From an optimization exercise on the open Yosys and OpenROAD flow, aimed at small area, a short achievable clock period and few clock cycles per item; shortcuts taken in it are not production practice. At most, simulation tests tie the RTL to the original design; equivalence was not proved. Only the layout flow was run in run 2; the RTL was not checked for function there. No activity file was given, so power comes from the tool's default toggle rates.

## flow/design.v (module list and top-level ports; edited modules follow where they fit)
// module qmva_csr: 65 lines
// module qmva_ctrl: 123 lines
// module qmva_dp: 177 lines
// module qmva_csa: 638 lines
// module qmva_step: 158 lines
// module quantized_matvec_accumulator: 72 lines
module quantized_matvec_accumulator (
   input  logic                             clock,
   input  logic                             reset,
   input  logic                             req_valid,
   output logic                             req_ready,
   input  logic signed [15:0]               req_activation,
   input  logic [15:0]                      req_weight_word,
   input  logic signed [15:0]               req_weight_scale,
   output logic                             rsp_valid,
   input  logic                             rsp_ready,
   output logic signed [31:0]               rsp_dot_result,
   output logic [19:0]                      rsp_result_index,
   output logic [12:0]                      rsp_weight_row,
   output logic                             rsp_saturated,
   output logic                             rsp_job_done,
   input  logic                             csr_we,
   input  logic [2:0]                       csr_index,
   input  logic [12:0]                      csr_wdata
);
  // ...
==> flow/flow/run.sh <==
#!/bin/bash
# The standard layout (the standard.sh: standard synthesis, then ORFS floorplan to
# finish), with timing repair asked to leave 7.5 ns of setup slack at the 11.5 ns clock,
# so that it sizes and buffers the paths above 4 ns as well. The clock, constraints and
# everything else are the standard flow's.
set -euo pipefail
export SETUP_SLACK_MARGIN=7.5
bash standard.sh finish > standard_flow.log 2>&1
==> flow/standard.sh <==
#!/bin/bash
# synth_recipe.tcl (not shown) runs the flow's synth.tcl, then flattens the netlist and writes it again
# the make line also repeats each setting of config.mk as NAME=value (left out here)
make -C /OpenROAD-flow-scripts/flow DESIGN_CONFIG=/design/flow/config.mk WORK_HOME=/design/flow/orfs CLKGATE_MAP_FILE= SYNTH_SCRIPT=/design/flow/synth_recipe.tcl "${@:-finish}"
==> flow/config.mk <==
export PLATFORM = sky130hd
export DESIGN_NAME = quantized_matvec_accumulator
export DESIGN_NICKNAME = quantized_matvec_accumulator
export VERILOG_FILES = /design/flow/design.v
export SDC_FILE = /design/flow/constraint.sdc
export NUM_CORES = 4
export LEC_CHECK = 0
export CAP_MARGIN = 20
export CORE_MARGIN = 2
export CORE_UTILIZATION = 40
export SLEW_MARGIN = 20
==> flow/constraint.sdc <==
create_clock -name core_clock -period 11.5 [get_ports {clock}]
set_input_delay 2.3000 -clock core_clock [delete_from_list [all_inputs] [get_ports {clock}]]
set_output_delay 2.3000 -clock core_clock [all_outputs]
set_load 0.01 [all_outputs]
==> results.txt, run 1 <==
crit path launch rst_q$_DFF_P_; Post-Synthesis Net Count around 3,400; row count 96; CP peak stage delay 0.39 ns; Most Crowded Layer GR met2; crit path capture req_ready; top cell type by total area after synthesis dfxtp_1; Max Root-Sink Buffers 3; clk slew on worst S/H paths roughly 0.06 ns; Final Core Density 0.459; Hold WS 0.438 ns; peak supply drop 0.000139 V; fin crit period a little under 4 ns; leakage about 13 nW; Routed Antenna Nets 0; max-cap violations 0; Clock Sinks between 300 and 400; Clock buffer cells 63; status no timing/DRC/antenna violations; clk tree area frac 0.0460; post_cts resized 22; die width around 270 um; Worst EP arrival between 1.5 and 2 ns; sequential cell power roughly 2 mW; antenna violations before repair 7; yosys warns 4; WL met3 3.09 mm; Pwr Density roughly 240 mW/mm2; post-DP HPWL approximately 55 mm; commonest non-fill, non-tap cell in the layout inv_1; NumNets Final about 3,500; core footprint between 0.06 and 0.07 mm2; XOR/XNOR Fraction of Synth Area 0.0915; Cell Area, Placed around 0.030 mm2; gpl congestion between 0.8 and 0.9; Reg2Reg Depth 15
Testbench counts, summed over its fixed seeds: cycles 27,508, elements 25,630.
==> module qmva_ctrl, before the edit <==
module qmva_ctrl (
   input  logic                           clock,
   input  logic                           reset,
   input  qmva_pkg::cfg_type              cfg,
   input  logic                           stride_we,
   input  logic                           len_written,
   input  logic                           req_valid,
   output logic                           req_ready,
   input  logic                           rsp_ready,
   input  logic                           rsp_valid,
   output logic                           fire,
   output logic                           last,
   output logic [1:0]                     elem_lo,
   output logic [qmva_pkg::INDEX_W-1:0]   rsp_result_index,
   output logic [qmva_pkg::WROW_W-1:0]    rsp_weight_row,
   output logic                           rsp_job_done
);
   logic [qmva_pkg::LEN_W-1:0]    elem_ff;
   logic [qmva_pkg::NB_W-1:0]     batch_ff;
   logic [qmva_pkg::NR_W-1:0]     row_ff;
   logic [qmva_pkg::INDEX_W-1:0]  idx_ff;
   logic [qmva_pkg::WROW_W-1:0]   wrow_ff;
   logic                          done_ff;
   logic                          recomp_ff, rinit_ff, last_ff, busy_ff, ready_ff, adv_ff;
   logic batch_last, row_last, recomp_done, len1, next_is_last, rstart;
   logic recomp_n, last_n, busy_n, ready_n, rsp_xfer;
   logic last_f, last_nf, busy_nx;
   logic [qmva_pkg::NB_W-1:0]     batch_n;
   logic [qmva_pkg::NR_W-1:0]     row_n;
   logic [qmva_pkg::INDEX_W-1:0]  idx_adv;
   assign batch_last   = (batch_ff >= cfg.nbm1);
   assign row_last     = (row_ff >= cfg.nrm1);
   assign recomp_done  = !rinit_ff && (elem_ff[qmva_pkg::NB_W-1:0] == batch_ff);
   assign rstart       = stride_we && (batch_n != '0);
   assign len1         = (cfg.lenm1 == '0);
   assign next_is_last = (qmva_pkg::LEN_W'(elem_ff + 1'b1) == cfg.lenm1);
   assign req_ready = ready_ff;
   assign fire      = req_valid && ready_ff && !reset;
   assign rsp_xfer  = rsp_valid && rsp_ready;
   assign last      = len_written ? len1 : last_ff;
   assign elem_lo   = elem_ff[1:0];
   assign rsp_result_index = idx_ff;
   assign rsp_weight_row   = wrow_ff;
   assign rsp_job_done     = done_ff;
   always_comb begin
      recomp_n = rstart || (recomp_ff && !recomp_done);
      last_f  = last ? len1 : next_is_last;
      last_nf = recomp_ff ? (recomp_done ? len1 : last) : last;
      last_n  = fire ? last_f : last_nf;
      busy_nx = busy_ff && !rsp_xfer;
      busy_n  = (fire && last) || busy_nx;
      if (fire)
         ready_n = !(last_f && (last || busy_nx));
      else
         ready_n = !rstart && !(recomp_ff && !recomp_done) && !(last_nf && busy_nx);
   end
   always_comb begin
      batch_n = batch_ff;
      row_n   = row_ff;
      idx_adv = idx_ff;
      if (adv_ff) begin
         if (batch_last) begin
            batch_n = '0;
            if (row_last) begin
               row_n   = '0;
               idx_adv = '0;
            end else begin
               row_n   = row_ff + 1'b1;
               idx_adv = qmva_pkg::INDEX_W'(row_ff + 1'b1);
            end
         end else begin
            batch_n = batch_ff + 1'b1;
            idx_adv = idx_ff + qmva_pkg::INDEX_W'(cfg.out_stride);
         end
      end
   end
   always_ff @(posedge clock) begin
      if (reset) begin
         recomp_ff <= 1'b0;
         rinit_ff  <= 1'b0;
         last_ff   <= 1'b1;
         busy_ff   <= 1'b0;
         ready_ff  <= 1'b1;
         adv_ff    <= 1'b0;
      end else begin
         recomp_ff <= recomp_n;
         rinit_ff  <= rstart;
         last_ff   <= last_n;
         busy_ff   <= busy_n;
         ready_ff  <= ready_n;
         adv_ff    <= rsp_xfer;
      end
   end
   always_ff @(posedge clock) begin
      if (reset) begin
         elem_ff  <= '0;
         batch_ff <= '0;
         row_ff   <= '0;
         idx_ff   <= '0;
      end else begin
         batch_ff <= batch_n;
         row_ff   <= row_n;
         if (recomp_ff) begin
            if (rinit_ff) begin
               idx_ff <= qmva_pkg::INDEX_W'(row_ff);
            end else if (recomp_done) begin
               elem_ff <= '0;
            end else begin
               elem_ff <= elem_ff + 1'b1;
               idx_ff  <= idx_ff + qmva_pkg::INDEX_W'(cfg.out_stride);
            end
         end else begin
            idx_ff <= idx_adv;
            if (fire)
               elem_ff <= last ? '0 : elem_ff + 1'b1;
         end
      end
   end
   always_ff @(posedge clock) begin
      wrow_ff <= qmva_pkg::WROW_W'({1'b0, cfg.out_start} + {1'b0, row_ff});
      done_ff <= batch_last && row_last;
   end
endmodule
==> module qmva_dp, before the edit <==
module qmva_dp (
   input  logic                           clock,
   input  logic                           reset,
   input  qmva_pkg::cfg_type              cfg,
   input  logic                           fire,
   input  logic                           last,
   input  logic [1:0]                     elem_lo,
   input  logic signed [15:0]             activation,
   input  logic [15:0]                    weight_word,
   input  logic signed [15:0]             weight_scale,
   output logic                           rsp_valid,
   input  logic                           rsp_ready,
   output logic signed [31:0]             rsp_dot_result,
   output logic                           rsp_saturated
);
   localparam int AW = qmva_pkg::ACC_W;
   localparam int HW = qmva_pkg::HI_W;
   logic [15:0]          act_ff;
   logic [7:0]           one_ff, two_ff, neg_ff, onex_ff, twox_ff, negx_ff;
   logic                 clr1_ff, last1_ff, first_ff;
   logic [AW-1:0]        s_ff, c_ff;
   logic                 last2_ff;
   logic signed [AW-1:0] x_ff;
   logic signed [15:0]   m_ff;
   logic signed [HW-1:0] h_ff;
   logic [3:0]           cnt_ff;
   logic                 run_ff, fin_ff, valid_ff, sat_ff;
   logic signed [15:0] wval;
   logic [3:0]         nib;
   logic [1:0]         crumb;
   always_comb begin
      nib = elem_lo[0] ? weight_word[7:4] : weight_word[3:0];
      case (elem_lo)
         2'd0:    crumb = weight_word[1:0];
         2'd1:    crumb = weight_word[3:2];
         2'd2:    crumb = weight_word[5:4];
         default: crumb = weight_word[7:6];
      endcase
      case (cfg.fmt)
         2'd0:    wval = weight_word;
         2'd1:    wval = {{8{weight_word[7]}}, weight_word[7:0]};
         2'd2:    wval = {{13{~nib[3]}}, nib[2:0]};
         default: wval = {{15{~crumb[1]}}, crumb[0]};
      endcase
   end
   logic [7:0] one_in, two_in, neg_in;
   logic [16:0] wext;
   assign wext = {wval, 1'b0};
   always_comb begin
      for (int i = 0; i < 8; i++) begin
         one_in[i] = wext[2*i+1] ^ wext[2*i];
         two_in[i] = (wext[2*i+2] & ~wext[2*i+1] & ~wext[2*i])
                   | (~wext[2*i+2] & wext[2*i+1] & wext[2*i]);
         neg_in[i] = wext[2*i+2] & ~(wext[2*i+1] & wext[2*i]);
      end
   end
   logic signed [15:0] m_in;
   always_comb begin
      if (cfg.fmt == 2'd0)
         m_in = 16'sd1;
      else if (cfg.scales_present)
         m_in = weight_scale;
      else
         m_in = 16'sd4096;
   end
   logic [AW-1:0] s_sum, c_sum;
   qmva_csa u_csa (
      .a     (act_ff),
      .one   (one_ff),
      .two   (two_ff),
      .neg   (neg_ff),
      .onex  (onex_ff),
      .twox  (twox_ff),
      .negx  (negx_ff),
      .s_in  (clr1_ff ? AW'(0) : s_ff),
      .c_in  (clr1_ff ? AW'(0) : c_ff),
      .s_out (s_sum),
      .c_out (c_sum)
   );
   function automatic logic [2:0] bdec(input logic [2:0] d);    
      bdec[0] = d[1] ^ d[0];
      bdec[1] = (d[2] & ~d[1] & ~d[0]) | (~d[2] & d[1] & d[0]);
      bdec[2] = d[2] & ~(d[1] & d[0]);
   endfunction
   logic [AW-1:0]        xsum;
   logic [2:0]           bca_ff, bcb_ff, bcax_ff, bcbx_ff;
   logic                 rneg, step0_ff;
   logic [HW+3:0]        ts, tc;
   logic signed [HW+3:0] t;
   assign xsum = s_ff + c_ff;
   assign rneg = x_ff[AW-1] ^ m_ff[15];
   qmva_step u_step (
      .h     (h_ff),
      .k0    (step0_ff && !rneg),
      .m     (m_ff),
      .one   ({bcb_ff[0], bca_ff[0]}),
      .two   ({bcb_ff[1], bca_ff[1]}),
      .neg   ({bcb_ff[2], bca_ff[2]}),
      .onex  ({bcbx_ff[0], bcax_ff[0]}),
      .twox  ({bcbx_ff[1], bcax_ff[1]}),
      .negx  ({bcbx_ff[2], bcax_ff[2]}),
      .s_out (ts),
      .c_out (tc)
   );
   assign t = ts + tc;
   logic inrange;
   assign inrange = ({h_ff, x_ff[AW-1]} == '0) || ({h_ff, x_ff[AW-1]} == '1);
   always_ff @(posedge clock) begin
      if (reset) begin
         first_ff <= 1'b1;
         clr1_ff  <= 1'b0;
         last1_ff <= 1'b0;
         last2_ff <= 1'b0;
         run_ff   <= 1'b0;
         fin_ff   <= 1'b0;
         valid_ff <= 1'b0;
         cnt_ff   <= '0;
      end else begin
         if (fire)
            first_ff <= last;
         clr1_ff  <= fire && first_ff;
         last1_ff <= fire && last;
         last2_ff <= last1_ff;
         if (last2_ff) begin
            run_ff <= 1'b1;
            cnt_ff <= '0;
         end else if (run_ff) begin
            cnt_ff <= cnt_ff + 1'b1;
            if (cnt_ff == 4'd10)
               run_ff <= 1'b0;
         end
         fin_ff <= run_ff && (cnt_ff == 4'd10);
         if (fin_ff)
            valid_ff <= 1'b1;
         else if (rsp_ready)
            valid_ff <= 1'b0;
      end
   end
   always_ff @(posedge clock) begin
      act_ff  <= fire ? activation : 16'd0;
      one_ff  <= one_in;
      two_ff  <= two_in;
      neg_ff  <= neg_in;
      onex_ff <= ~one_in;
      twox_ff <= ~two_in;
      negx_ff <= ~neg_in;
      s_ff   <= s_sum;
      c_ff   <= c_sum;
      if (last2_ff) begin
         x_ff   <= xsum;
         bca_ff  <= bdec({xsum[1:0], 1'b0});
         bcb_ff  <= bdec(xsum[3:1]);
         bcax_ff <= ~bdec({xsum[1:0], 1'b0});
         bcbx_ff <= ~bdec(xsum[3:1]);
      end else if (run_ff) begin
         x_ff   <= {t[3:0], x_ff[AW-1:4]};
         bca_ff  <= bdec(x_ff[5:3]);
         bcb_ff  <= bdec(x_ff[7:5]);
         bcax_ff <= ~bdec(x_ff[5:3]);
         bcbx_ff <= ~bdec(x_ff[7:5]);
      end else if (fin_ff && !inrange) begin
         x_ff[AW-1:12] <= h_ff[HW-1] ? 32'h80000000 : 32'h7fffffff;
      end
      step0_ff <= last2_ff;
      if (last2_ff)
         h_ff <= HW'(12'h7ff);
      else if (run_ff)
         h_ff <= t[HW+3:4];
      if (fin_ff)
         sat_ff <= !inrange;
      if (fire && last)
         m_ff <= m_in;
   end
   assign rsp_valid        = valid_ff;
   assign rsp_dot_result   = x_ff[AW-1:12];
   assign rsp_saturated    = sat_ff;
endmodule
==> module quantized_matvec_accumulator, before the edit <==
module quantized_matvec_accumulator (
   input  logic                             clock,
   input  logic                             reset,
   input  logic                             req_valid,
   output logic                             req_ready,
   input  logic signed [15:0]               req_activation,
   input  logic [15:0]                      req_weight_word,
   input  logic signed [15:0]               req_weight_scale,
   output logic                             rsp_valid,
   input  logic                             rsp_ready,
   output logic signed [31:0]               rsp_dot_result,
   output logic [19:0]                      rsp_result_index,
   output logic [12:0]                      rsp_weight_row,
   output logic                             rsp_saturated,
   output logic                             rsp_job_done,
   input  logic                             csr_we,
   input  logic [2:0]                       csr_index,
   input  logic [12:0]                      csr_wdata
);
   logic                          rst_q;
   logic                          ready_int, valid_int;
   always_ff @(posedge clock)
      rst_q <= reset;
   assign req_ready = ready_int && !rst_q;
   assign rsp_valid = valid_int && !rst_q;
   qmva_pkg::cfg_type             cfg;
   logic                          stride_we, len_written;
   logic                          fire, last;
   logic [1:0]                    elem_lo;
   qmva_csr u_csr (
      .clock     (clock),
      .reset     (rst_q),
      .csr_we    (csr_we),
      .csr_index (csr_index),
      .csr_wdata (csr_wdata),
      .cfg         (cfg),
      .stride_we   (stride_we),
      .len_written (len_written)
   );
   qmva_ctrl u_ctrl (
      .clock     (clock),
      .reset     (rst_q),
      .cfg       (cfg),
      .stride_we   (stride_we),
      .len_written (len_written),
      .req_valid (req_valid),
      .req_ready (ready_int),
      .rsp_ready (rsp_ready),
      .rsp_valid (valid_int),
      .fire      (fire),
      .last      (last),
      .elem_lo   (elem_lo),
      .rsp_result_index (rsp_result_index),
      .rsp_weight_row   (rsp_weight_row),
      .rsp_job_done     (rsp_job_done)
   );
   qmva_dp u_dp (
      .clock            (clock),
      .reset            (rst_q),
      .cfg              (cfg),
      .fire             (fire),
      .last             (last),
      .elem_lo          (elem_lo),
      .activation       (req_activation),
      .weight_word      (req_weight_word),
      .weight_scale     (req_weight_scale),
      .rsp_valid        (valid_int),
      .rsp_ready        (rsp_ready),
      .rsp_dot_result   (rsp_dot_result),
      .rsp_saturated    (rsp_saturated)
   );
endmodule
==> run 2: changes to the inputs <==
--- a/flow/design.v
+++ b/flow/design.v
@@ -90,6 +90,7 @@
    input  logic                           stride_we,
    input  logic                           len_written,
    input  logic                           req_valid,
+   input  logic                           reset_in,
    output logic                           req_ready,
    input  logic                           rsp_ready,
    input  logic                           rsp_valid,
@@ -107,6 +108,7 @@
    logic [qmva_pkg::WROW_W-1:0]   wrow_ff;
    logic                          done_ff;
    logic                          recomp_ff, rinit_ff, last_ff, busy_ff, ready_ff, adv_ff;
+   logic                          ready_port_ff;
    logic batch_last, row_last, recomp_done, len1, next_is_last, rstart;
    logic recomp_n, last_n, busy_n, ready_n, rsp_xfer;
    logic last_f, last_nf, busy_nx;
@@ -119,7 +121,7 @@
    assign rstart       = stride_we && (batch_n != '0);
    assign len1         = (cfg.lenm1 == '0);
    assign next_is_last = (qmva_pkg::LEN_W'(elem_ff + 1'b1) == cfg.lenm1);
-   assign req_ready = ready_ff;
+   assign req_ready = ready_port_ff;
    assign fire      = req_valid && ready_ff && !reset;
    assign rsp_xfer  = rsp_valid && rsp_ready;
    assign last      = len_written ? len1 : last_ff;
@@ -177,6 +179,14 @@
       end
    end
    always_ff @(posedge clock) begin
+      if (reset_in)
+         ready_port_ff <= 1'b0;
+      else if (reset)
+         ready_port_ff <= 1'b1;
+      else
+         ready_port_ff <= ready_n;
+   end
+   always_ff @(posedge clock) begin
       if (reset) begin
          elem_ff  <= '0;
          batch_ff <= '0;
@@ -218,13 +228,15 @@
    input  logic signed [15:0]             weight_scale,
    output logic                           rsp_valid,
    input  logic                           rsp_ready,
+   input  logic                           reset_in,
+   output logic                           rsp_valid_port,
    output logic signed [31:0]             rsp_dot_result,
    output logic                           rsp_saturated
 );
    localparam int AW = qmva_pkg::ACC_W;
    localparam int HW = qmva_pkg::HI_W;
    logic [15:0]          act_ff;
-   logic [7:0]           one_ff, two_ff, neg_ff, onex_ff, twox_ff, negx_ff;
+   logic [7:0]           one_ff, two_ff, neg_ff;
    logic                 clr1_ff, last1_ff, first_ff;
    logic [AW-1:0]        s_ff, c_ff;
    logic                 last2_ff;
@@ -232,7 +244,7 @@
    logic signed [15:0]   m_ff;
    logic signed [HW-1:0] h_ff;
    logic [3:0]           cnt_ff;
-   logic                 run_ff, fin_ff, valid_ff, sat_ff;
+   logic                 run_ff, fin_ff, valid_ff, sat_ff, valid_port_ff;
    logic signed [15:0] wval;
    logic [3:0]         nib;
    logic [1:0]         crumb;
@@ -277,9 +289,6 @@
       .one   (one_ff),
       .two   (two_ff),
       .neg   (neg_ff),
-      .onex  (onex_ff),
-      .twox  (twox_ff),
-      .negx  (negx_ff),
       .s_in  (clr1_ff ? AW'(0) : s_ff),
       .c_in  (clr1_ff ? AW'(0) : c_ff),
       .s_out (s_sum),
@@ -291,11 +300,15 @@
       bdec[2] = d[2] & ~(d[1] & d[0]);
    endfunction
    logic [AW-1:0]        xsum;
-   logic [2:0]           bca_ff, bcb_ff, bcax_ff, bcbx_ff;
+   logic [2:0]           bca_ff, bcb_ff;
    logic                 rneg, step0_ff;
    logic [HW+3:0]        ts, tc;
    logic signed [HW+3:0] t;
-   assign xsum = s_ff + c_ff;
+   qmva_add44 u_add (
+      .a (s_ff),
+      .b (c_ff),
+      .y (xsum)
+   );
    assign rneg = x_ff[AW-1] ^ m_ff[15];
    qmva_step u_step (
       .h     (h_ff),
@@ -304,9 +317,6 @@
       .one   ({bcb_ff[0], bca_ff[0]}),
       .two   ({bcb_ff[1], bca_ff[1]}),
       .neg   ({bcb_ff[2], bca_ff[2]}),
-      .onex  ({bcbx_ff[0], bcax_ff[0]}),
-      .twox  ({bcbx_ff[1], bcax_ff[1]}),
-      .negx  ({bcbx_ff[2], bcax_ff[2]}),
       .s_out (ts),
       .c_out (tc)
    );
@@ -345,27 +355,31 @@
       end
    end
    always_ff @(posedge clock) begin
+      if (reset_in || reset)
+         valid_port_ff <= 1'b0;
+      else if (fin_ff)
+         valid_port_ff <= 1'b1;
+      else if (rsp_ready)
+         valid_port_ff <= 1'b0;
+      else
+         valid_port_ff <= valid_ff;
+   end
+   assign rsp_valid_port = valid_port_ff;
+   always_ff @(posedge clock) begin
       act_ff  <= fire ? activation : 16'd0;
       one_ff  <= one_in;
       two_ff  <= two_in;
       neg_ff  <= neg_in;
-      onex_ff <= ~one_in;
-      twox_ff <= ~two_in;
-      negx_ff <= ~neg_in;
       s_ff   <= s_sum;
       c_ff   <= c_sum;
       if (last2_ff) begin
          x_ff   <= xsum;
          bca_ff  <= bdec({xsum[1:0], 1'b0});
          bcb_ff  <= bdec(xsum[3:1]);
-         bcax_ff <= ~bdec({xsum[1:0], 1'b0});
-         bcbx_ff <= ~bdec(xsum[3:1]);
       end else if (run_ff) begin
          x_ff   <= {t[3:0], x_ff[AW-1:4]};
          bca_ff  <= bdec(x_ff[5:3]);
          bcb_ff  <= bdec(x_ff[7:5]);
-         bcax_ff <= ~bdec(x_ff[5:3]);
-         bcbx_ff <= ~bdec(x_ff[7:5]);
       end else if (fin_ff && !inrange) begin
          x_ff[AW-1:12] <= h_ff[HW-1] ? 32'h80000000 : 32'h7fffffff;
       end
@@ -388,9 +402,6 @@
    input  logic [7:0]  one,
    input  logic [7:0]  two,
    input  logic [7:0]  neg,
-   input  logic [7:0]  onex,
-   input  logic [7:0]  twox,
-   input  logic [7:0]  negx,
    input  logic [43:0] s_in,
    input  logic [43:0] c_in,
    output logic [43:0] s_out,
@@ -404,15 +415,15 @@
    wire pp0_5 = ((one[0] & a[5]) | (two[0] & a[4])) ^ neg[0];
    wire pp0_6 = ((one[0] & a[6]) | (two[0] & a[5])) ^ neg[0];
    wire pp0_7 = ((one[0] & a[7]) | (two[0] & a[6])) ^ neg[0];
-   wire pp0_8 = ((~onex[0] & a[8]) | (~twox[0] & a[7])) ^ ~negx[0];
-   wire pp0_9 = ((~onex[0] & a[9]) | (~twox[0] & a[8])) ^ ~negx[0];
-   wire pp0_10 = ((~onex[0] & a[10]) | (~twox[0] & a[9])) ^ ~negx[0];
-   wire pp0_11 = ((~onex[0] & a[11]) | (~twox[0] & a[10])) ^ ~negx[0];
-   wire pp0_12 = ((~onex[0] & a[12]) | (~twox[0] & a[11])) ^ ~negx[0];
-   wire pp0_13 = ((~onex[0] & a[13]) | (~twox[0] & a[12])) ^ ~negx[0];
-   wire pp0_14 = ((~onex[0] & a[14]) | (~twox[0] & a[13])) ^ ~negx[0];
-   wire pp0_15 = ((~onex[0] & a[15]) | (~twox[0] & a[14])) ^ ~negx[0];
-   wire pp0_16 = ~(((~onex[0] | ~twox[0]) & a[15]) ^ ~negx[0]);
+   wire pp0_8 = ((one[0] & a[8]) | (two[0] & a[7])) ^ neg[0];
+   wire pp0_9 = ((one[0] & a[9]) | (two[0] & a[8])) ^ neg[0];
+   wire pp0_10 = ((one[0] & a[10]) | (two[0] & a[9])) ^ neg[0];
+   wire pp0_11 = ((one[0] & a[11]) | (two[0] & a[10])) ^ neg[0];
+   wire pp0_12 = ((one[0] & a[12]) | (two[0] & a[11])) ^ neg[0];
+   wire pp0_13 = ((one[0] & a[13]) | (two[0] & a[12])) ^ neg[0];
+   wire pp0_14 = ((one[0] & a[14]) | (two[0] & a[13])) ^ neg[0];
+   wire pp0_15 = ((one[0] & a[15]) | (two[0] & a[14])) ^ neg[0];
+   wire pp0_16 = ~(((one[0] | two[0]) & a[15]) ^ neg[0]);
    wire pp1_0 = (one[1] & a[0]) ^ neg[1];
    wire pp1_1 = ((one[1] & a[1]) | (two[1] & a[0])) ^ neg[1];
    wire pp1_2 = ((one[1] & a[2]) | (two[1] & a[1])) ^ neg[1];
@@ -421,15 +432,15 @@
    wire pp1_5 = ((one[1] & a[5]) | (two[1] & a[4])) ^ neg[1];
    wire pp1_6 = ((one[1] & a[6]) | (two[1] & a[5])) ^ neg[1];
    wire pp1_7 = ((one[1] & a[7]) | (two[1] & a[6])) ^ neg[1];
-   wire pp1_8 = ((~onex[1] & a[8]) | (~twox[1] & a[7])) ^ ~negx[1];
-   wire pp1_9 = ((~onex[1] & a[9]) | (~twox[1] & a[8])) ^ ~negx[1];
-   wire pp1_10 = ((~onex[1] & a[10]) | (~twox[1] & a[9])) ^ ~negx[1];
-   wire pp1_11 = ((~onex[1] & a[11]) | (~twox[1] & a[10])) ^ ~negx[1];
-   wire pp1_12 = ((~onex[1] & a[12]) | (~twox[1] & a[11])) ^ ~negx[1];
-   wire pp1_13 = ((~onex[1] & a[13]) | (~twox[1] & a[12])) ^ ~negx[1];
-   wire pp1_14 = ((~onex[1] & a[14]) | (~twox[1] & a[13])) ^ ~negx[1];
-   wire pp1_15 = ((~onex[1] & a[15]) | (~twox[1] & a[14])) ^ ~negx[1];
-   wire pp1_16 = ~(((~onex[1] | ~twox[1]) & a[15]) ^ ~negx[1]);
+   wire pp1_8 = ((one[1] & a[8]) | (two[1] & a[7])) ^ neg[1];
+   wire pp1_9 = ((one[1] & a[9]) | (two[1] & a[8])) ^ neg[1];
+   wire pp1_10 = ((one[1] & a[10]) | (two[1] & a[9])) ^ neg[1];
+   wire pp1_11 = ((one[1] & a[11]) | (two[1] & a[10])) ^ neg[1];
+   wire pp1_12 = ((one[1] & a[12]) | (two[1] & a[11])) ^ neg[1];
+   wire pp1_13 = ((one[1] & a[13]) | (two[1] & a[12])) ^ neg[1];
+   wire pp1_14 = ((one[1] & a[14]) | (two[1] & a[13])) ^ neg[1];
+   wire pp1_15 = ((one[1] & a[15]) | (two[1] & a[14])) ^ neg[1];
+   wire pp1_16 = ~(((one[1] | two[1]) & a[15]) ^ neg[1]);
    wire pp2_0 = (one[2] & a[0]) ^ neg[2];
    wire pp2_1 = ((one[2] & a[1]) | (two[2] & a[0])) ^ neg[2];
    wire pp2_2 = ((one[2] & a[2]) | (two[2] & a[1])) ^ neg[2];
@@ -438,15 +449,15 @@
    wire pp2_5 = ((one[2] & a[5]) | (two[2] & a[4])) ^ neg[2];
    wire pp2_6 = ((one[2] & a[6]) | (two[2] & a[5])) ^ neg[2];
    wire pp2_7 = ((one[2] & a[7]) | (two[2] & a[6])) ^ neg[2];
-   wire pp2_8 = ((~onex[2] & a[8]) | (~twox[2] & a[7])) ^ ~negx[2];
-   wire pp2_9 = ((~onex[2] & a[9]) | (~twox[2] & a[8])) ^ ~negx[2];
-   wire pp2_10 = ((~onex[2] & a[10]) | (~twox[2] & a[9])) ^ ~negx[2];
-   wire pp2_11 = ((~onex[2] & a[11]) | (~twox[2] & a[10])) ^ ~negx[2];
-   wire pp2_12 = ((~onex[2] & a[12]) | (~twox[2] & a[11])) ^ ~negx[2];
-   wire pp2_13 = ((~onex[2] & a[13]) | (~twox[2] & a[12])) ^ ~negx[2];
-   wire pp2_14 = ((~onex[2] & a[14]) | (~twox[2] & a[13])) ^ ~negx[2];
-   wire pp2_15 = ((~onex[2] & a[15]) | (~twox[2] & a[14])) ^ ~negx[2];
-   wire pp2_16 = ~(((~onex[2] | ~twox[2]) & a[15]) ^ ~negx[2]);
+   wire pp2_8 = ((one[2] & a[8]) | (two[2] & a[7])) ^ neg[2];
+   wire pp2_9 = ((one[2] & a[9]) | (two[2] & a[8])) ^ neg[2];
+   wire pp2_10 = ((one[2] & a[10]) | (two[2] & a[9])) ^ neg[2];
+   wire pp2_11 = ((one[2] & a[11]) | (two[2] & a[10])) ^ neg[2];
+   wire pp2_12 = ((one[2] & a[12]) | (two[2] & a[11])) ^ neg[2];
+   wire pp2_13 = ((one[2] & a[13]) | (two[2] & a[12])) ^ neg[2];
+   wire pp2_14 = ((one[2] & a[14]) | (two[2] & a[13])) ^ neg[2];
+   wire pp2_15 = ((one[2] & a[15]) | (two[2] & a[14])) ^ neg[2];
+   wire pp2_16 = ~(((one[2] | two[2]) & a[15]) ^ neg[2]);
    wire pp3_0 = (one[3] & a[0]) ^ neg[3];
    wire pp3_1 = ((one[3] & a[1]) | (two[3] & a[0])) ^ neg[3];
    wire pp3_2 = ((one[3] & a[2]) | (two[3] & a[1])) ^ neg[3];
@@ -455,15 +466,15 @@
    wire pp3_5 = ((one[3] & a[5]) | (two[3] & a[4])) ^ neg[3];
    wire pp3_6 = ((one[3] & a[6]) | (two[3] & a[5])) ^ neg[3];
    wire pp3_7 = ((one[3] & a[7]) | (two[3] & a[6])) ^ neg[3];
-   wire pp3_8 = ((~onex[3] & a[8]) | (~twox[3] & a[7])) ^ ~negx[3];
-   wire pp3_9 = ((~onex[3] & a[9]) | (~twox[3] & a[8])) ^ ~negx[3];
-   wire pp3_10 = ((~onex[3] & a[10]) | (~twox[3] & a[9])) ^ ~negx[3];
-   wire pp3_11 = ((~onex[3] & a[11]) | (~twox[3] & a[10])) ^ ~negx[3];
-   wire pp3_12 = ((~onex[3] & a[12]) | (~twox[3] & a[11])) ^ ~negx[3];
-   wire pp3_13 = ((~onex[3] & a[13]) | (~twox[3] & a[12])) ^ ~negx[3];
-   wire pp3_14 = ((~onex[3] & a[14]) | (~twox[3] & a[13])) ^ ~negx[3];
-   wire pp3_15 = ((~onex[3] & a[15]) | (~twox[3] & a[14])) ^ ~negx[3];
-   wire pp3_16 = ~(((~onex[3] | ~twox[3]) & a[15]) ^ ~negx[3]);
+   wire pp3_8 = ((one[3] & a[8]) | (two[3] & a[7])) ^ neg[3];
+   wire pp3_9 = ((one[3] & a[9]) | (two[3] & a[8])) ^ neg[3];
+   wire pp3_10 = ((one[3] & a[10]) | (two[3] & a[9])) ^ neg[3];
+   wire pp3_11 = ((one[3] & a[11]) | (two[3] & a[10])) ^ neg[3];
+   wire pp3_12 = ((one[3] & a[12]) | (two[3] & a[11])) ^ neg[3];
+   wire pp3_13 = ((one[3] & a[13]) | (two[3] & a[12])) ^ neg[3];
+   wire pp3_14 = ((one[3] & a[14]) | (two[3] & a[13])) ^ neg[3];
+   wire pp3_15 = ((one[3] & a[15]) | (two[3] & a[14])) ^ neg[3];
+   wire pp3_16 = ~(((one[3] | two[3]) & a[15]) ^ neg[3]);
    wire pp4_0 = (one[4] & a[0]) ^ neg[4];
    wire pp4_1 = ((one[4] & a[1]) | (two[4] & a[0])) ^ neg[4];
    wire pp4_2 = ((one[4] & a[2]) | (two[4] & a[1])) ^ neg[4];
@@ -472,15 +483,15 @@
    wire pp4_5 = ((one[4] & a[5]) | (two[4] & a[4])) ^ neg[4];
    wire pp4_6 = ((one[4] & a[6]) | (two[4] & a[5])) ^ neg[4];
    wire pp4_7 = ((one[4] & a[7]) | (two[4] & a[6])) ^ neg[4];
-   wire pp4_8 = ((~onex[4] & a[8]) | (~twox[4] & a[7])) ^ ~negx[4];
-   wire pp4_9 = ((~onex[4] & a[9]) | (~twox[4] & a[8])) ^ ~negx[4];
-   wire pp4_10 = ((~onex[4] & a[10]) | (~twox[4] & a[9])) ^ ~negx[4];
-   wire pp4_11 = ((~onex[4] & a[11]) | (~twox[4] & a[10])) ^ ~negx[4];
-   wire pp4_12 = ((~onex[4] & a[12]) | (~twox[4] & a[11])) ^ ~negx[4];
-   wire pp4_13 = ((~onex[4] & a[13]) | (~twox[4] & a[12])) ^ ~negx[4];
-   wire pp4_14 = ((~onex[4] & a[14]) | (~twox[4] & a[13])) ^ ~negx[4];
-   wire pp4_15 = ((~onex[4] & a[15]) | (~twox[4] & a[14])) ^ ~negx[4];
-   wire pp4_16 = ~(((~onex[4] | ~twox[4]) & a[15]) ^ ~negx[4]);
+   wire pp4_8 = ((one[4] & a[8]) | (two[4] & a[7])) ^ neg[4];
+   wire pp4_9 = ((one[4] & a[9]) | (two[4] & a[8])) ^ neg[4];
+   wire pp4_10 = ((one[4] & a[10]) | (two[4] & a[9])) ^ neg[4];
+   wire pp4_11 = ((one[4] & a[11]) | (two[4] & a[10])) ^ neg[4];
+   wire pp4_12 = ((one[4] & a[12]) | (two[4] & a[11])) ^ neg[4];
+   wire pp4_13 = ((one[4] & a[13]) | (two[4] & a[12])) ^ neg[4];
+   wire pp4_14 = ((one[4] & a[14]) | (two[4] & a[13])) ^ neg[4];
+   wire pp4_15 = ((one[4] & a[15]) | (two[4] & a[14])) ^ neg[4];
+   wire pp4_16 = ~(((one[4] | two[4]) & a[15]) ^ neg[4]);
    wire pp5_0 = (one[5] & a[0]) ^ neg[5];
    wire pp5_1 = ((one[5] & a[1]) | (two[5] & a[0])) ^ neg[5];
    wire pp5_2 = ((one[5] & a[2]) | (two[5] & a[1])) ^ neg[5];
@@ -489,15 +500,15 @@
    wire pp5_5 = ((one[5] & a[5]) | (two[5] & a[4])) ^ neg[5];
    wire pp5_6 = ((one[5] & a[6]) | (two[5] & a[5])) ^ neg[5];
    wire pp5_7 = ((one[5] & a[7]) | (two[5] & a[6])) ^ neg[5];
-   wire pp5_8 = ((~onex[5] & a[8]) | (~twox[5] & a[7])) ^ ~negx[5];
-   wire pp5_9 = ((~onex[5] & a[9]) | (~twox[5] & a[8])) ^ ~negx[5];
-   wire pp5_10 = ((~onex[5] & a[10]) | (~twox[5] & a[9])) ^ ~negx[5];
-   wire pp5_11 = ((~onex[5] & a[11]) | (~twox[5] & a[10])) ^ ~negx[5];
-   wire pp5_12 = ((~onex[5] & a[12]) | (~twox[5] & a[11])) ^ ~negx[5];
-   wire pp5_13 = ((~onex[5] & a[13]) | (~twox[5] & a[12])) ^ ~negx[5];
-   wire pp5_14 = ((~onex[5] & a[14]) | (~twox[5] & a[13])) ^ ~negx[5];
-   wire pp5_15 = ((~onex[5] & a[15]) | (~twox[5] & a[14])) ^ ~negx[5];
-   wire pp5_16 = ~(((~onex[5] | ~twox[5]) & a[15]) ^ ~negx[5]);
+   wire pp5_8 = ((one[5] & a[8]) | (two[5] & a[7])) ^ neg[5];
+   wire pp5_9 = ((one[5] & a[9]) | (two[5] & a[8])) ^ neg[5];
+   wire pp5_10 = ((one[5] & a[10]) | (two[5] & a[9])) ^ neg[5];
+   wire pp5_11 = ((one[5] & a[11]) | (two[5] & a[10])) ^ neg[5];
+   wire pp5_12 = ((one[5] & a[12]) | (two[5] & a[11])) ^ neg[5];
+   wire pp5_13 = ((one[5] & a[13]) | (two[5] & a[12])) ^ neg[5];
+   wire pp5_14 = ((one[5] & a[14]) | (two[5] & a[13])) ^ neg[5];
+   wire pp5_15 = ((one[5] & a[15]) | (two[5] & a[14])) ^ neg[5];
+   wire pp5_16 = ~(((one[5] | two[5]) & a[15]) ^ neg[5]);
    wire pp6_0 = (one[6] & a[0]) ^ neg[6];
    wire pp6_1 = ((one[6] & a[1]) | (two[6] & a[0])) ^ neg[6];
    wire pp6_2 = ((one[6] & a[2]) | (two[6] & a[1])) ^ neg[6];
@@ -506,15 +517,15 @@
    wire pp6_5 = ((one[6] & a[5]) | (two[6] & a[4])) ^ neg[6];
    wire pp6_6 = ((one[6] & a[6]) | (two[6] & a[5])) ^ neg[6];
    wire pp6_7 = ((one[6] & a[7]) | (two[6] & a[6])) ^ neg[6];
-   wire pp6_8 = ((~onex[6] & a[8]) | (~twox[6] & a[7])) ^ ~negx[6];
-   wire pp6_9 = ((~onex[6] & a[9]) | (~twox[6] & a[8])) ^ ~negx[6];
-   wire pp6_10 = ((~onex[6] & a[10]) | (~twox[6] & a[9])) ^ ~negx[6];
-   wire pp6_11 = ((~onex[6] & a[11]) | (~twox[6] & a[10])) ^ ~negx[6];
-   wire pp6_12 = ((~onex[6] & a[12]) | (~twox[6] & a[11])) ^ ~negx[6];
-   wire pp6_13 = ((~onex[6] & a[13]) | (~twox[6] & a[12])) ^ ~negx[6];
-   wire pp6_14 = ((~onex[6] & a[14]) | (~twox[6] & a[13])) ^ ~negx[6];
-   wire pp6_15 = ((~onex[6] & a[15]) | (~twox[6] & a[14])) ^ ~negx[6];
-   wire pp6_16 = ~(((~onex[6] | ~twox[6]) & a[15]) ^ ~negx[6]);
+   wire pp6_8 = ((one[6] & a[8]) | (two[6] & a[7])) ^ neg[6];
+   wire pp6_9 = ((one[6] & a[9]) | (two[6] & a[8])) ^ neg[6];
+   wire pp6_10 = ((one[6] & a[10]) | (two[6] & a[9])) ^ neg[6];
+   wire pp6_11 = ((one[6] & a[11]) | (two[6] & a[10])) ^ neg[6];
+   wire pp6_12 = ((one[6] & a[12]) | (two[6] & a[11])) ^ neg[6];
+   wire pp6_13 = ((one[6] & a[13]) | (two[6] & a[12])) ^ neg[6];
+   wire pp6_14 = ((one[6] & a[14]) | (two[6] & a[13])) ^ neg[6];
+   wire pp6_15 = ((one[6] & a[15]) | (two[6] & a[14])) ^ neg[6];
+   wire pp6_16 = ~(((one[6] | two[6]) & a[15]) ^ neg[6]);
    wire pp7_0 = (one[7] & a[0]) ^ neg[7];
    wire pp7_1 = ((one[7] & a[1]) | (two[7] & a[0])) ^ neg[7];
    wire pp7_2 = ((one[7] & a[2]) | (two[7] & a[1])) ^ neg[7];
@@ -523,15 +534,15 @@
    wire pp7_5 = ((one[7] & a[5]) | (two[7] & a[4])) ^ neg[7];
    wire pp7_6 = ((one[7] & a[6]) | (two[7] & a[5])) ^ neg[7];
    wire pp7_7 = ((one[7] & a[7]) | (two[7] & a[6])) ^ neg[7];
-   wire pp7_8 = ((~onex[7] & a[8]) | (~twox[7] & a[7])) ^ ~negx[7];
-   wire pp7_9 = ((~onex[7] & a[9]) | (~twox[7] & a[8])) ^ ~negx[7];
-   wire pp7_10 = ((~onex[7] & a[10]) | (~twox[7] & a[9])) ^ ~negx[7];
-   wire pp7_11 = ((~onex[7] & a[11]) | (~twox[7] & a[10])) ^ ~negx[7];
-   wire pp7_12 = ((~onex[7] & a[12]) | (~twox[7] & a[11])) ^ ~negx[7];
-   wire pp7_13 = ((~onex[7] & a[13]) | (~twox[7] & a[12])) ^ ~negx[7];
-   wire pp7_14 = ((~onex[7] & a[14]) | (~twox[7] & a[13])) ^ ~negx[7];
-   wire pp7_15 = ((~onex[7] & a[15]) | (~twox[7] & a[14])) ^ ~negx[7];
-   wire pp7_16 = ~(((~onex[7] | ~twox[7]) & a[15]) ^ ~negx[7]);
+   wire pp7_8 = ((one[7] & a[8]) | (two[7] & a[7])) ^ neg[7];
+   wire pp7_9 = ((one[7] & a[9]) | (two[7] & a[8])) ^ neg[7];
+   wire pp7_10 = ((one[7] & a[10]) | (two[7] & a[9])) ^ neg[7];
+   wire pp7_11 = ((one[7] & a[11]) | (two[7] & a[10])) ^ neg[7];
+   wire pp7_12 = ((one[7] & a[12]) | (two[7] & a[11])) ^ neg[7];
+   wire pp7_13 = ((one[7] & a[13]) | (two[7] & a[12])) ^ neg[7];
+   wire pp7_14 = ((one[7] & a[14]) | (two[7] & a[13])) ^ neg[7];
+   wire pp7_15 = ((one[7] & a[15]) | (two[7] & a[14])) ^ neg[7];
+   wire pp7_16 = ~(((one[7] | two[7]) & a[15]) ^ neg[7]);
    wire ts0 = s_in[12] ^ c_in[12];
    wire tc0 = s_in[12] & c_in[12];
    wire ts1 = s_in[13] ^ c_in[13];
@@ -1028,9 +1039,6 @@
    input  logic [1:0]  one,
    input  logic [1:0]  two,
    input  logic [1:0]  neg,
-   input  logic [1:0]  onex,
-   input  logic [1:0]  twox,
-   input  logic [1:0]  negx,
    output logic [20:0] s_out,
    output logic [20:0] c_out
 );
@@ -1042,15 +1050,15 @@
    wire pa_5 = ((one[0] & m[5]) | (two[0] & m[4])) ^ neg[0];
    wire pa_6 = ((one[0] & m[6]) | (two[0] & m[5])) ^ neg[0];
    wire pa_7 = ((one[0] & m[7]) | (two[0] & m[6])) ^ neg[0];
-   wire pa_8 = ((~onex[0] & m[8]) | (~twox[0] & m[7])) ^ ~negx[0];
-   wire pa_9 = ((~onex[0] & m[9]) | (~twox[0] & m[8])) ^ ~negx[0];
-   wire pa_10 = ((~onex[0] & m[10]) | (~twox[0] & m[9])) ^ ~negx[0];
-   wire pa_11 = ((~onex[0] & m[11]) | (~twox[0] & m[10])) ^ ~negx[0];
-   wire pa_12 = ((~onex[0] & m[12]) | (~twox[0] & m[11])) ^ ~negx[0];
-   wire pa_13 = ((~onex[0] & m[13]) | (~twox[0] & m[12])) ^ ~negx[0];
-   wire pa_14 = ((~onex[0] & m[14]) | (~twox[0] & m[13])) ^ ~negx[0];
-   wire pa_15 = ((~onex[0] & m[15]) | (~twox[0] & m[14])) ^ ~negx[0];
-   wire pa_16 = ~(((~onex[0] | ~twox[0]) & m[15]) ^ ~negx[0]);
+   wire pa_8 = ((one[0] & m[8]) | (two[0] & m[7])) ^ neg[0];
+   wire pa_9 = ((one[0] & m[9]) | (two[0] & m[8])) ^ neg[0];
+   wire pa_10 = ((one[0] & m[10]) | (two[0] & m[9])) ^ neg[0];
+   wire pa_11 = ((one[0] & m[11]) | (two[0] & m[10])) ^ neg[0];
+   wire pa_12 = ((one[0] & m[12]) | (two[0] & m[11])) ^ neg[0];
+   wire pa_13 = ((one[0] & m[13]) | (two[0] & m[12])) ^ neg[0];
+   wire pa_14 = ((one[0] & m[14]) | (two[0] & m[13])) ^ neg[0];
+   wire pa_15 = ((one[0] & m[15]) | (two[0] & m[14])) ^ neg[0];
+   wire pa_16 = ~(((one[0] | two[0]) & m[15]) ^ neg[0]);
    wire pb_0 = (one[1] & m[0]) ^ neg[1];
    wire pb_1 = ((one[1] & m[1]) | (two[1] & m[0])) ^ neg[1];
    wire pb_2 = ((one[1] & m[2]) | (two[1] & m[1])) ^ neg[1];
@@ -1059,15 +1067,15 @@
    wire pb_5 = ((one[1] & m[5]) | (two[1] & m[4])) ^ neg[1];
    wire pb_6 = ((one[1] & m[6]) | (two[1] & m[5])) ^ neg[1];
    wire pb_7 = ((one[1] & m[7]) | (two[1] & m[6])) ^ neg[1];
-   wire pb_8 = ((~onex[1] & m[8]) | (~twox[1] & m[7])) ^ ~negx[1];
-   wire pb_9 = ((~onex[1] & m[9]) | (~twox[1] & m[8])) ^ ~negx[1];
-   wire pb_10 = ((~onex[1] & m[10]) | (~twox[1] & m[9])) ^ ~negx[1];
-   wire pb_11 = ((~onex[1] & m[11]) | (~twox[1] & m[10])) ^ ~negx[1];
-   wire pb_12 = ((~onex[1] & m[12]) | (~twox[1] & m[11])) ^ ~negx[1];
-   wire pb_13 = ((~onex[1] & m[13]) | (~twox[1] & m[12])) ^ ~negx[1];
-   wire pb_14 = ((~onex[1] & m[14]) | (~twox[1] & m[13])) ^ ~negx[1];
-   wire pb_15 = ((~onex[1] & m[15]) | (~twox[1] & m[14])) ^ ~negx[1];
-   wire pb_16 = ~(((~onex[1] | ~twox[1]) & m[15]) ^ ~negx[1]);
+   wire pb_8 = ((one[1] & m[8]) | (two[1] & m[7])) ^ neg[1];
+   wire pb_9 = ((one[1] & m[9]) | (two[1] & m[8])) ^ neg[1];
+   wire pb_10 = ((one[1] & m[10]) | (two[1] & m[9])) ^ neg[1];
+   wire pb_11 = ((one[1] & m[11]) | (two[1] & m[10])) ^ neg[1];
+   wire pb_12 = ((one[1] & m[12]) | (two[1] & m[11])) ^ neg[1];
+   wire pb_13 = ((one[1] & m[13]) | (two[1] & m[12])) ^ neg[1];
+   wire pb_14 = ((one[1] & m[14]) | (two[1] & m[13])) ^ neg[1];
+   wire pb_15 = ((one[1] & m[15]) | (two[1] & m[14])) ^ neg[1];
+   wire pb_16 = ~(((one[1] | two[1]) & m[15]) ^ neg[1]);
    wire us0 = h[0] ^ k0;
    wire uc0 = h[0] & k0;
    wire us1 = h[2] ^ neg[1];
@@ -1179,6 +1187,213 @@
    assign s_out[20] = 1'b1;
    assign c_out[20] = 1'b0;
 endmodule
+module qmva_add44 (input logic [43:0] a, input logic [43:0] b, output logic [43:0] y);
+   logic [43:0] g0, p0;
+   assign g0 = a & b;
+   assign p0 = a ^ b;
+   wire G0 = g0[1] | (p0[1] & g0[0]);
+   wire P0 = p0[1] & p0[0];
+   wire G1 = g0[3] | (p0[3] & g0[2]);
+   wire P1 = p0[3] & p0[2];
+   wire G2 = g0[5] | (p0[5] & g0[4]);
+   wire P2 = p0[5] & p0[4];
+   wire G3 = g0[7] | (p0[7] & g0[6]);
+   wire P3 = p0[7] & p0[6];
+   wire G4 = g0[9] | (p0[9] & g0[8]);
+   wire P4 = p0[9] & p0[8];
+   wire G5 = g0[11] | (p0[11] & g0[10]);
+   wire P5 = p0[11] & p0[10];
+   wire G6 = g0[13] | (p0[13] & g0[12]);
+   wire P6 = p0[13] & p0[12];
+   wire G7 = g0[15] | (p0[15] & g0[14]);
+   wire P7 = p0[15] & p0[14];
+   wire G8 = g0[17] | (p0[17] & g0[16]);
+   wire P8 = p0[17] & p0[16];
+   wire G9 = g0[19] | (p0[19] & g0[18]);
+   wire P9 = p0[19] & p0[18];
+   wire G10 = g0[21] | (p0[21] & g0[20]);
+   wire P10 = p0[21] & p0[20];
+   wire G11 = g0[23] | (p0[23] & g0[22]);
+   wire P11 = p0[23] & p0[22];
+   wire G12 = g0[25] | (p0[25] & g0[24]);
+   wire P12 = p0[25] & p0[24];
+   wire G13 = g0[27] | (p0[27] & g0[26]);
+   wire P13 = p0[27] & p0[26];
+   wire G14 = g0[29] | (p0[29] & g0[28]);
+   wire P14 = p0[29] & p0[28];
+   wire G15 = g0[31] | (p0[31] & g0[30]);
+   wire P15 = p0[31] & p0[30];
+   wire G16 = g0[33] | (p0[33] & g0[32]);
+   wire P16 = p0[33] & p0[32];
+   wire G17 = g0[35] | (p0[35] & g0[34]);
+   wire P17 = p0[35] & p0[34];
+   wire G18 = g0[37] | (p0[37] & g0[36]);
+   wire P18 = p0[37] & p0[36];
+   wire G19 = g0[39] | (p0[39] & g0[38]);
+   wire P19 = p0[39] & p0[38];
+   wire G20 = g0[41] | (p0[41] & g0[40]);
+   wire P20 = p0[41] & p0[40];
+   wire G21 = g0[43] | (p0[43] & g0[42]);
+   wire P21 = p0[43] & p0[42];
+   wire G22 = G1 | (P1 & G0);
+   wire P22 = P1 & P0;
+   wire G23 = G3 | (P3 & G2);
+   wire P23 = P3 & P2;
+   wire G24 = G5 | (P5 & G4);
+   wire P24 = P5 & P4;
+   wire G25 = G7 | (P7 & G6);
+   wire P25 = P7 & P6;
+   wire G26 = G9 | (P9 & G8);
+   wire P26 = P9 & P8;
+   wire G27 = G11 | (P11 & G10);
+   wire P27 = P11 & P10;
+   wire G28 = G13 | (P13 & G12);
+   wire P28 = P13 & P12;
+   wire G29 = G15 | (P15 & G14);
+   wire P29 = P15 & P14;
+   wire G30 = G17 | (P17 & G16);
+   wire P30 = P17 & P16;
+   wire G31 = G19 | (P19 & G18);
+   wire P31 = P19 & P18;
+   wire G32 = G21 | (P21 & G20);
+   wire P32 = P21 & P20;
+   wire G33 = G23 | (P23 & G22);
+   wire P33 = P23 & P22;
+   wire G34 = G25 | (P25 & G24);
+   wire P34 = P25 & P24;
+   wire G35 = G27 | (P27 & G26);
+   wire P35 = P27 & P26;
+   wire G36 = G29 | (P29 & G28);
+   wire P36 = P29 & P28;
+   wire G37 = G31 | (P31 & G30);
+   wire P37 = P31 & P30;
+   wire G38 = G34 | (P34 & G33);
+   wire P38 = P34 & P33;
+   wire G39 = G36 | (P36 & G35);
+   wire P39 = P36 & P35;
+   wire G40 = G39 | (P39 & G38);
+   wire P40 = P39 & P38;
+   wire G41 = G35 | (P35 & G38);
+   wire P41 = P35 & P38;
+   wire G42 = G37 | (P37 & G40);
+   wire P42 = P37 & P40;
+   wire G43 = G24 | (P24 & G33);
+   wire P43 = P24 & P33;
+   wire G44 = G26 | (P26 & G38);
+   wire P44 = P26 & P38;
+   wire G45 = G28 | (P28 & G41);
+   wire P45 = P28 & P41;
+   wire G46 = G30 | (P30 & G40);
+   wire P46 = P30 & P40;
+   wire G47 = G32 | (P32 & G42);
+   wire P47 = P32 & P42;
+   wire G48 = G2 | (P2 & G22);
+   wire P48 = P2 & P22;
+   wire G49 = G4 | (P4 & G33);
+   wire P49 = P4 & P33;
+   wire G50 = G6 | (P6 & G43);
+   wire P50 = P6 & P43;
+   wire G51 = G8 | (P8 & G38);
+   wire P51 = P8 & P38;
+   wire G52 = G10 | (P10 & G44);
+   wire P52 = P10 & P44;
+   wire G53 = G12 | (P12 & G41);
+   wire P53 = P12 & P41;
+   wire G54 = G14 | (P14 & G45);
+   wire P54 = P14 & P45;
+   wire G55 = G16 | (P16 & G40);
+   wire P55 = P16 & P40;
+   wire G56 = G18 | (P18 & G46);
+   wire P56 = P18 & P46;
+   wire G57 = G20 | (P20 & G42);
+   wire P57 = P20 & P42;
+   wire G58 = g0[2] | (p0[2] & G0);
+   wire P58 = p0[2] & P0;
+   wire G59 = g0[4] | (p0[4] & G22);
+   wire P59 = p0[4] & P22;
+   wire G60 = g0[6] | (p0[6] & G48);
+   wire P60 = p0[6] & P48;
+   wire G61 = g0[8] | (p0[8] & G33);
+   wire P61 = p0[8] & P33;
+   wire G62 = g0[10] | (p0[10] & G49);
+   wire P62 = p0[10] & P49;
+   wire G63 = g0[12] | (p0[12] & G43);
+   wire P63 = p0[12] & P43;
+   wire G64 = g0[14] | (p0[14] & G50);
+   wire P64 = p0[14] & P50;
+   wire G65 = g0[16] | (p0[16] & G38);
+   wire P65 = p0[16] & P38;
+   wire G66 = g0[18] | (p0[18] & G51);
+   wire P66 = p0[18] & P51;
+   wire G67 = g0[20] | (p0[20] & G44);
+   wire P67 = p0[20] & P44;
+   wire G68 = g0[22] | (p0[22] & G52);
+   wire P68 = p0[22] & P52;
+   wire G69 = g0[24] | (p0[24] & G41);
+   wire P69 = p0[24] & P41;
+   wire G70 = g0[26] | (p0[26] & G53);
+   wire P70 = p0[26] & P53;
+   wire G71 = g0[28] | (p0[28] & G45);
+   wire P71 = p0[28] & P45;
+   wire G72 = g0[30] | (p0[30] & G54);
+   wire P72 = p0[30] & P54;
+   wire G73 = g0[32] | (p0[32] & G40);
+   wire P73 = p0[32] & P40;
+   wire G74 = g0[34] | (p0[34] & G55);
+   wire P74 = p0[34] & P55;
+   wire G75 = g0[36] | (p0[36] & G46);
+   wire P75 = p0[36] & P46;
+   wire G76 = g0[38] | (p0[38] & G56);
+   wire P76 = p0[38] & P56;
+   wire G77 = g0[40] | (p0[40] & G42);
+   wire P77 = p0[40] & P42;
+   wire G78 = g0[42] | (p0[42] & G57);
+   wire P78 = p0[42] & P57;
+   assign y[0] = p0[0];
+   assign y[1] = p0[1] ^ g0[0];
+   assign y[2] = p0[2] ^ G0;
+   assign y[3] = p0[3] ^ G58;
+   assign y[4] = p0[4] ^ G22;
+   assign y[5] = p0[5] ^ G59;
+   assign y[6] = p0[6] ^ G48;
+   assign y[7] = p0[7] ^ G60;
+   assign y[8] = p0[8] ^ G33;
+   assign y[9] = p0[9] ^ G61;
+   assign y[10] = p0[10] ^ G49;
+   assign y[11] = p0[11] ^ G62;
+   assign y[12] = p0[12] ^ G43;
+   assign y[13] = p0[13] ^ G63;
+   assign y[14] = p0[14] ^ G50;
+   assign y[15] = p0[15] ^ G64;
+   assign y[16] = p0[16] ^ G38;
+   assign y[17] = p0[17] ^ G65;
+   assign y[18] = p0[18] ^ G51;
+   assign y[19] = p0[19] ^ G66;
+   assign y[20] = p0[20] ^ G44;
+   assign y[21] = p0[21] ^ G67;
+   assign y[22] = p0[22] ^ G52;
+   assign y[23] = p0[23] ^ G68;
+   assign y[24] = p0[24] ^ G41;
+   assign y[25] = p0[25] ^ G69;
+   assign y[26] = p0[26] ^ G53;
+   assign y[27] = p0[27] ^ G70;
+   assign y[28] = p0[28] ^ G45;
+   assign y[29] = p0[29] ^ G71;
+   assign y[30] = p0[30] ^ G54;
+   assign y[31] = p0[31] ^ G72;
+   assign y[32] = p0[32] ^ G40;
+   assign y[33] = p0[33] ^ G73;
+   assign y[34] = p0[34] ^ G55;
+   assign y[35] = p0[35] ^ G74;
+   assign y[36] = p0[36] ^ G46;
+   assign y[37] = p0[37] ^ G75;
+   assign y[38] = p0[38] ^ G56;
+   assign y[39] = p0[39] ^ G76;
+   assign y[40] = p0[40] ^ G42;
+   assign y[41] = p0[41] ^ G77;
+   assign y[42] = p0[42] ^ G57;
+   assign y[43] = p0[43] ^ G78;
+endmodule
 module quantized_matvec_accumulator (
    input  logic                             clock,
    input  logic                             reset,
@@ -1199,11 +1414,9 @@
    input  logic [12:0]                      csr_wdata
 );
    logic                          rst_q;
-   logic                          ready_int, valid_int;
+   logic                          valid_int;
    always_ff @(posedge clock)
       rst_q <= reset;
-   assign req_ready = ready_int && !rst_q;
-   assign rsp_valid = valid_int && !rst_q;
    qmva_pkg::cfg_type             cfg;
    logic                          stride_we, len_written;
    logic                          fire, last;
@@ -1225,7 +1438,8 @@
       .stride_we   (stride_we),
       .len_written (len_written),
       .req_valid (req_valid),
-      .req_ready (ready_int),
+      .reset_in  (reset),
+      .req_ready (req_ready),
       .rsp_ready (rsp_ready),
       .rsp_valid (valid_int),
       .fire      (fire),
@@ -1245,6 +1459,8 @@
       .activation       (req_activation),
       .weight_word      (req_weight_word),
       .weight_scale     (req_weight_scale),
+      .reset_in         (reset),
+      .rsp_valid_port   (rsp_valid),
       .rsp_valid        (valid_int),
       .rsp_ready        (rsp_ready),
       .rsp_dot_result   (rsp_dot_result),
==> run 2 against run 1 <==
- area after synthesis decreased by 4.3%
- die area decreased by 4.2%
- largest cell class unchanged
- clock power is essentially flat
- still clean on timing, DRC and antenna
- hold slack hardly changed
- non-clock buffer count up 27
- highest routed layer is now met4
- utilization up 0.51 points
- critical path type is now in2reg
- sequential power down 3%
- synthesized cell count shrank 6.8%
==> results.txt, run 2 <==
post-route clock period utilization 0.345 (was 0.342); Syn Inst Count 2,801 (was 3,006); M2 GR Usage 0.333 (was 0.325); drt drc 0 (unchanged); largest registers u_dp.c_ff x44, u_dp.s_ff x44, u_dp.x_ff x41 (unchanged); R2R setup slack 7.54 ns (was 7.65 ns); Finished Layout Cells 3,754 (was 4,007); leakage 12.6 nW (was 13.2 nW); IO Count 138 (unchanged); total track usage 0.206 (was 0.196); depth of the worst hold-timing path 1 (unchanged); Total Neg Setup Slack 0 ns (unchanged); crit-path cells clkdlybuf4s50_1, nand2b_1, nor2_4, o21a_1, a22o_1, a211oi_1, a221o_1, nor2b_4 (was buf_12, nor2b_4, buf_6, clkbuf_2); core footprint 0.0660 mm2 (was 0.0688 mm2); initial DRC count 1,652 (was 1,097); fin crit period 3.97 ns (was 3.93 ns); layout cell share with drive strength beyond 1 0.0779 (was 0.0615); Clock Sinks 360 (was 388); FF-to-FF Start u_dp.c_ff[0]$_DFF_P_ (was u_csr.batch_rows_ff[5]$_SDFFCE_PN0P_); Area contributors post-synth dfxtp_1, edfxtp_1, fa_1, ha_1, xnor2_1 (unchanged); drt pass-1 iters 6 (was 5); Slew Limit Fails 0 (unchanged); Routed WL 71.5 mm (was 71.3 mm); Root Buffer clkbuf_16 (unchanged); CTS buffer count 45 (unchanged); DR WL/cell 19.1 um (was 17.8 um); RSZ-0062 raised after global routing yes (was no); ys async rst share 0 (unchanged); number of global-route vias before repair 20,600 (was 20,900); Die Area 0.0690 mm2 (was 0.0720 mm2); max-cap violations 0 (unchanged); Clock Latency Late Sink 0.60 ns (was 0.59 ns); Reg2Reg Depth 16 (was 15); post-DP HPWL 51.2 mm (was 54.6 mm); commonest non-fill, non-tap cell in the layout inv_1 (unchanged); hold_sp u_dp.last1_ff$_SDFF_PP0_ (unchanged); most frequent cells in the layout inv_1, dfxtp_1, ha_1 (unchanged); Critical-path top delay cell clkdlybuf4s50_1 (was dfxtp_4); port buffer count 137 (unchanged); row count 94 (was 96); Post-Synthesis Net Count 3,250 (was 3,436); Worst slew margin 0.325 (was 0.405); worst slew pin tran 1.01 ns (was 0.887 ns); Placed Instances 3,630 (was 3,898); Worst EP arrival 4.42 ns (was 1.63 ns); peak supply drop 0.000142 V (was 0.000139 V); Final Core Density 0.464 (was 0.459); crit path launch csr_index[1] (was rst_q$_DFF_P_); Clock Skews 0.0310 ns (was 0.0278 ns); Worst path top cell family by delay simple AND/OR/NAND/NOR gates (was buffers and inverters); grt met3 use 0.0328 (was 0.0260); Fmax achieved 0.252 GHz (was 0.254 GHz); final setup vio count 0 (unchanged); Mapped Area 0.0268 mm2 (was 0.0279 mm2); GR Util met1 0.281 (was 0.272); Most Crowded Layer GR met2 (unchanged); most numerous cell in the Yosys netlist inv_1 (unchanged); gpl congestion 0.888 (was 0.874); Routed Antenna Nets 0 (unchanged); detailed-route via count 20,300 (was 21,200); Required @ worst endpoint 11.96 ns (was 9.20 ns); Mean Syn Cell Area 9.55 um2 (was 9.30 um2); hold endpoint u_dp.last2_ff$_SDFF_PP0_ (unchanged); min-delay worst type reg2reg (unchanged); crit-path max FO 13 (was 15); Vias per Instance 5.40 (was 5.29); Pwr Density 236 mW/mm2 (about the same); CP peak stage delay 0.44 ns (was 0.39 ns); Post-synth EDFFs 127 (was 133); starting density of the core 0.406 (about the same); critical path class in2reg (was reg2out); NumNets Final 3,302 (was 3,468); clk slew on worst S/H paths 0.06 ns (about the same); Die Span Y 263 um (was 268 um); post-synth top area share 0.174 (was 0.183); global route overflow 0 (unchanged); area grow syn2layout 14.4% (was 13.0%); status no timing/DRC/antenna violations (unchanged); largest net degree at the start of global routing 91 (was 88); antenna violations before repair 3 (was 7); Startpoint Class primary input (was flip-flop); top cell type by total area after synthesis dfxtp_1 (unchanged); Crit path buffers/inverters 1 (was 3); ys flop type dfxtp_1 (unchanged); first-pass GRT wire length 113 mm (was 114 mm); H-tree Lvls 2 (unchanged); yosys warns 4 (unchanged); #FFs+latches synth 360 (was 388); RR Endpoint u_dp.x_ff[35]$_DFFE_PP_ (was u_ctrl.idx_ff[4]$_SDFFE_PP0P_); final hold violations 0 (unchanged); synth cell count leaders inv_1, dfxtp_1, ha_1, xnor2_1, fa_1 (unchanged); Max Root-Sink Buffers 3 (unchanged); share of the yosys chip area belonging to registers 0.317 (was 0.326); Crit. End Element flip-flop (was output pin); post-synth cell types 79 (was 88); CTS tree done (unchanged); die width 263 um (was 268 um)
-- run 2: power by group --
part,switching (mW),internal [mW]
Clock,0.590,0.846
Combinational,2.09,1.78
Sequential,0.257,1.65
Total,2.94,4.27
-- run 2: timing repair --
| item | CTS | global route |
|---|---|---|
| setup buffers | 28 | 11 |
| gates resized for setup | 28 | 36 |
| hold buffers | 0 | 0 |
| setup endpoints to repair | 57 | 51 |
| endpoints found under the hold margin | 0 | 0 |
| pin swaps | 16 | 23 |
-- run 2: area by class of cell --
cell class	instances	area (um2)
diodes	1	2.50
clock buffers	60	1230
clock inverters	23	243
fillers	6118	35400
inverters	270	1010
multi-input cells	1976	16700
flip-flops and latches	360	8500
well taps	864	1080
repair buffers	200	1880
-- run 2: logic make-up after synthesis --
kind of cell               Yosys count  synth area share
AOI/OAI and AO/OA                  581             0.143
xor gates and xnor gates           279            0.0913
adders and majority gates          380             0.229
buffers and inverters              465            0.0700
DFF                                360             0.317
muxes                               13           0.00542
and+or+nand+nor                    723             0.145
-- run 2: metrics by stage --
step           hold WS (ns)  area [um2]  power (mW)  setup slack, ns
6_report              0.438       30600        7.22             7.53
5_1_grt               0.441       30600        7.95             7.36
2_1_floorplan         0.394       26800        4.65             7.50
3_5_place_dp          0.427       28600        5.63             6.60
3_3_place_gp          0.422       28600        5.48             6.69
4_1_cts               0.438       30400        7.21             7.47
-- run 2: worst reg2reg max path, delay by kind of cell (launching register included) --
family	cells	cell delay, ns
buffers and inverters	2	0.32
adder cells (fa/ha/maj)	3	0.98
AO/OA/AOI/OAI	8	1.74
flip-flops	1	0.31
AND/OR/NAND/NOR	2	0.16
XOR/XNOR	1	0.17
-- run 2: worst max path at each step --
stage | to | slack, ns | cells past startpoint
after floorplan | u_dp.x_ff[43]$_DFFE_PP_ | 7.50 | 15
after global placement | u_ctrl.ready_port_ff$_SDFF_PP0_ | 6.69 | 8
after detailed placement | u_ctrl.ready_port_ff$_SDFF_PP0_ | 6.60 | 8
after CTS | u_dp.h_ff[14]$_SDFFE_PP0P_ | 7.47 | 17
after global routing | u_dp.h_ff[13]$_SDFFE_PP0P_ | 7.36 | 15
final | u_ctrl.ready_port_ff$_SDFF_PP0_ | 7.53 | 8
-- run 2: layer usage --
| layer | share of wire | up-vias |
|---|---|---|
| li1 | - | 9664 |
| met1 | 0.45 | 9858 |
| met2 | 0.46 | 626 |
| met3 | 0.063 | 127 |
| met4 | 0.028 | 0 |
| met5 | 0 | - |

port drivers added, routing unchanged:
The results above use ideal ports. As a check the final layouts listed here were re-extracted and re-timed, cells and wires unchanged. Step 1 assumes that a clkbuf_16 drives the clock port and a buf_2 every other input. Step 2 also shifts input and output timing later by t, the mid clock arrival at the registers, as if the neighbouring blocks saw the same clock. Three values: ideal, step 1, step 2; two values: the first two.
run | t, ns | setup WS [ns] | hold slack, ns
run 1 | 0.638 | 7.571 / 7.506 / 6.949 | 0.438 / 0.438 / 0.438
run 2 | 0.645 | 7.531 / 7.511 / 6.915 | 0.438 / 0.438 / 0.438
After both steps every run listed still meets setup and hold. The setup slack of run 1, which loses most, moves by -0.065 ns with the drivers and by -0.622 ns with both steps.
